What follows belongs to an exercise in optimizing a design on an open flow for small area, a short achievable clock period and few clock cycles; a production flow would make more cautious choices.
Where RTL was checked, it was by simulation tests only, not by an equivalence proof against the original.

## before
// stroke_dab_interpolator_top
module stroke_dab_interpolator_top
#(
  parameter int MAX_DABS = 16
) (
  input  logic                     clk_i,
  input  logic                     rst_ni,
  input  logic                     psel,
  input  logic                     penable,
  input  logic                     pwrite,
  input  logic [ADDR_W-1:0]        paddr,
  input  logic [DATA_W-1:0]        pwdata,
  output logic [DATA_W-1:0]        prdata,
  output logic                     pready,
  input  logic                     in_valid_i,
  output logic                     in_ready_o,
  input  logic                     has_previous_i,
  input  logic signed [POS_W-1:0]  start_x_i,
  input  logic signed [POS_W-1:0]  start_y_i,
  input  logic [PRS_W-1:0]         start_pressure_i,
  input  logic signed [POS_W-1:0]  end_x_i,
  input  logic signed [POS_W-1:0]  end_y_i,
  input  logic [PRS_W-1:0]         end_pressure_i,
  output logic                     out_valid_o,
  input  logic                     out_ready_i,
  output logic signed [POS_W-1:0]  dab_x_o,
  output logic signed [POS_W-1:0]  dab_y_o,
  output logic [PRS_W-1:0]         dab_pressure_o,
  output logic [SIZE_W-1:0]        dab_radius_o,
  output logic                     last_o
);
clock: 15.0 ns
lec_check: 0
cap_margin: 20
core_margin: 2
core_utilization: 40
slew_margin: 20
standard.sh (not shown) runs the stock make flow with config.mk's settings and CLKGATE_MAP_FILE= SYNTH_SCRIPT=/design/flow/synth_recipe.tcl, a recipe that flattens the netlist after the stock synthesis.
==> flow/flow/run.sh <==
#!/bin/bash
# Standard layout (the standard.sh: the standard synthesis and ORFS flow, unchanged),
# with repair_timing asked for setup slack margin against the design's clock so that the
# resizer keeps working on the critical paths. Make's output goes to standard.log.
set -euo pipefail
bash standard.sh SETUP_SLACK_MARGIN=8.6 TNS_END_PERCENT=100 finish > standard.log 2>&1
Testbench counts of before, summed over its fixed seeds: cycles 5,173.
> inputs changed (before -> after)
diff --git a/flow/design.v b/flow/design.v
--- a/flow/design.v
+++ b/flow/design.v
@@ -413,20 +413,19 @@
         + ((i_q == '0) ? 3'(aj && asub) + 3'(bj && bsub) : 3'd0);
     end
   end
   assign last_i  = (st_q == ST_SR) ? (i_q == 6'd35) : (i_q == 6'd36);
   assign c_exact = h_q[35] || ((h_q == '0) && !sticky_q);
   logic [1:0]  n_p1;
-  logic [20:0] p1_a, p1_b;
+  logic [20:0] p1_n;
   assign n_p1 = (st_q == ST_S3) ? n_fast : n_q;
-  assign p1_a = {sps1, (n_p1 == N1) ? 4'b0000 : 4'b1000};
   always_comb begin
     unique case (n_p1)
-      N16:     p1_b = {{3{dp_c[PRS_W]}}, dp_c};
-      N8:      p1_b = {{2{dp_c[PRS_W]}}, dp_c, 1'b0};
-      default: p1_b = {dp_c[16:0], 4'b0000};
+      N16:     p1_n = {sps1, 4'b1000} + {{3{dp_c[PRS_W]}}, dp_c};
+      N8:      p1_n = {sps1, 4'b1000} + {{2{dp_c[PRS_W]}}, dp_c, 1'b0};
+      default: p1_n = {sps1, 4'b0000} + {dp_c[16:0], 4'b0000};
     endcase
   end
   logic                ov_q, last_q;
   logic [3:0]          cnt_q;
   logic [27:0]         ax_q, ay_q;
   logic [25:0]         dxs_q, dys_q;
@@ -440,14 +439,13 @@
   logic                done, lsel, accept, take, step;
   logic                p1_av, pn_free;
   logic                n1, n8, n16;
   logic [27:0]         dxs_n, dys_n;
   logic [18:0]         dps_n;
   logic [27:0]         xa, xb, ya, yb, xsum, ysum;
-  logic [20:0]         pa, pb, psum;
-  logic                psel_p1;
+  logic [20:0]         pb, psum;
   logic [SIZE_W-1:0]   rad_n;
   assign done   = (st_q == ST_DONE);
   assign lsel   = lsel_q;
   assign in_ready_o = ir0_q || (ir1_q && out_ready_i);
   assign accept = in_valid_i && in_ready_o;
   assign take   = ov_q && out_ready_i;
@@ -461,16 +459,14 @@
   assign xa   = lsel ? {start_x_i, n1 ? 4'b0000 : 4'b1000} : ax_q;
   assign xb   = lsel ? dxs_n : {{2{dxs_q[25]}}, dxs_q};
   assign ya   = lsel ? {start_y_i, n1 ? 4'b0000 : 4'b1000} : ay_q;
   assign yb   = lsel ? dys_n : {{2{dys_q[25]}}, dys_q};
   assign xsum = xa + xb;
   assign ysum = ya + yb;
-  assign psel_p1 = p1_av && pn_free && !accept;
-  assign pa   = psel_p1 ? p1_a : pn_q;
-  assign pb   = psel_p1 ? p1_b : (lsel ? {{2{dps_n[18]}}, dps_n} : {{2{dps_q[18]}}, dps_q});
-  assign psum = pa + pb;
+  assign pb   = lsel ? {{2{dps_n[18]}}, dps_n} : {{2{dps_q[18]}}, dps_q};
+  assign psum = pn_q + pb;
   logic [15:0] sz;
   logic [7:0]  bneg_q, bone_q, btwo_q;
   assign sz = {2'b00, size};
   always_ff @(posedge clk_i) begin
     for (int i = 0; i < 8; i++) begin
       bneg_q[i] <= sz[2*i+1] && !(sz[2*i] && ((i == 0) ? 1'b0 : sz[2*i-1]));
@@ -504,14 +500,16 @@
       rad_q <= rad_n;
     end
   end
   assign p1_av   = done || (st_q == ST_S3 && fast_ok);
   assign pn_free = !ov_q || last_q || (step && cnt_q == 4'd1);
   always_ff @(posedge clk_i) begin
-    if (accept || step || (pn_free && p1_av)) begin
+    if (accept || (step && !(cnt_q == 4'd1 && p1_av))) begin
       pn_q <= psum;
+    end else if (pn_free && p1_av) begin
+      pn_q <= p1_n;
     end
   end
   logic [3:0] st_n;
   logic       ov_n, last_n, pnp_n;
   assign ov_n   = accept ? 1'b1 : ((take && last_q) ? 1'b0 : ov_q);
   assign last_n = accept ? n1 : (step ? (cnt_q == 4'd1) : last_q);
Results
- [compare] base=before new=after: setup slack after layout moved up, non-clock inverter total of the final layout +8.7%.
- On after: cell depth of the worst setup path is 22 lower than what before gave.
- Of after and before, it is after that has the lower highest cell delay on the worst timing path.
- Against before, after comes in 0.75 points higher on adder-cell share of the synthesized area.
- Looking only at first-iteration DRC count, and setting everything else aside, the higher value of after and before goes to before.
- On register-to-register slack: between after and before, it ends up higher for after.
- Of after and before, the run reporting the higher wire length the detailed router placed on met1 was after.
- The lower multi-input gate share of the layout cell area came out of before.
Testbench counts of after, summed over its fixed seeds: cycles 5,173.


Setup of main:
stroke_dab_interpolator_top, a different RTL version from the one above (not shown whole).
Size: about 4,600 cells after synthesis, about 440 flip-flops, about 42,000 um^2 of cells after synthesis.
==> module sdi_mul, before the edit <==
module sdi_mul
(
  input  logic [SIZE_W-1:0] size_i,
  input  logic [PRS_W-1:0]  p_i,
  output logic [SIZE_W-1:0] r_o
);
  logic [31:0] prod;
  assign prod = 32'(size_i) * 32'(p_i) + 32'd32768;
  assign r_o  = prod[16 +: SIZE_W];
endmodule
Settings: LEC_CHECK=0, CAP_MARGIN=20, CORE_MARGIN=2, CORE_UTILIZATION=40, SLEW_MARGIN=20; clock period 15.0 ns.
Scripts as last shown in full above: flow/flow/run.sh
diff inputs: main => the feature branch
-- flow/design.v --
<<< main, line 215
  output logic [SIZE_W-1:0] r_o
);
  logic [31:0] prod;
  assign prod = 32'(size_i) * 32'(p_i) + 32'd32768;
  assign r_o  = prod[16 +: SIZE_W];
endmodule
import sdi_pkg::*;
>>> the feature branch, line 215
  output logic [SIZE_W-1:0] r_o
);
  logic [29:0] prod;
  assign prod = 30'(size_i) * 30'(p_i[15:0]) + 30'd32768;
  assign r_o  = p_i[16] ? size_i : prod[16 +: SIZE_W];
endmodule
import sdi_pkg::*;
==> notes.md <==
- For main, the cell type of the slowest stage on the worst timing path was sky130_fd_sc_hd__dfstp_4, unlike the feature branch, where it was sky130_fd_sc_hd__fa_1.
- The cell count of the feature branch exceeds that of main by 129.
- Post-synthesis simple-gate area fraction of the feature branch is on par with main.
- The worst setup path startpoint comes out u_cfg.size_q[7] in one run and pn_q[10] in the other, namely in main and the feature branch respectively.
- Looking only at clock buffer and inverter area fraction after layout, and setting everything else aside, the higher value of the feature branch and main goes to main.
- Relative to main, the final weighted congestion of routability-driven global placement measured on the feature branch has increased by a few percent.
- main → the feature branch: routing usage on met3 now larger; count of clock-buffer cells in the layout increased 8.
- Routing usage on met2 on the feature branch is down relative to main.
- Non-clock buffer count on the feature branch is up relative to main.
- In summary, the feature branch completed successfully, with a layout that passed the timing, design-rule and antenna checks.
- main: flow completed, timing, DRC and antenna clean
- Summary: with main as the reference, footprint of the multi-input gates in the feature branch moved up by a few percent.
Function was not checked in any run of this note: the RTL went through the layout flow alone.

[separate check: timing with driven ports]
The flow's constraints put no driver on any port. The routed layouts listed below were extracted and timed again, unchanged, in two steps. Step 1: set_driving_cell puts a clkbuf_16 on clk_i and a buf_2 on each other input, an assumption about the parent block. Step 2 times the ports against the registers' clock, not the clock port: input delays grow and output delays shrink by t, the midpoint of the rising clock arrivals with the driver on. Slacks: no drivers / after step 1 / after step 2; pairs: no drivers / after step 1.
| run | t (ns) | slack for setup (ns) | hold WS [ns] |
|---|---|---|---|
| before | 0.714 | 8.486 / 8.484 / 7.775 | 0.351 / 0.351 / 0.351 |
| after | 0.729 | 8.575 / 8.509 / 7.982 | 0.354 / 0.354 / 0.354 |
| main | 0.708 | 8.145 / 8.145 / 8.041 | 0.343 / 0.343 / 0.343 |
| the feature branch | 0.714 | 7.988 / 7.988 / 7.988 | 0.345 / 0.345 / 0.345 |
After both steps every run listed still meets setup and hold. The setup slack of before, which loses most, moves by -0.002 ns with the drivers and by -0.711 ns with both steps.
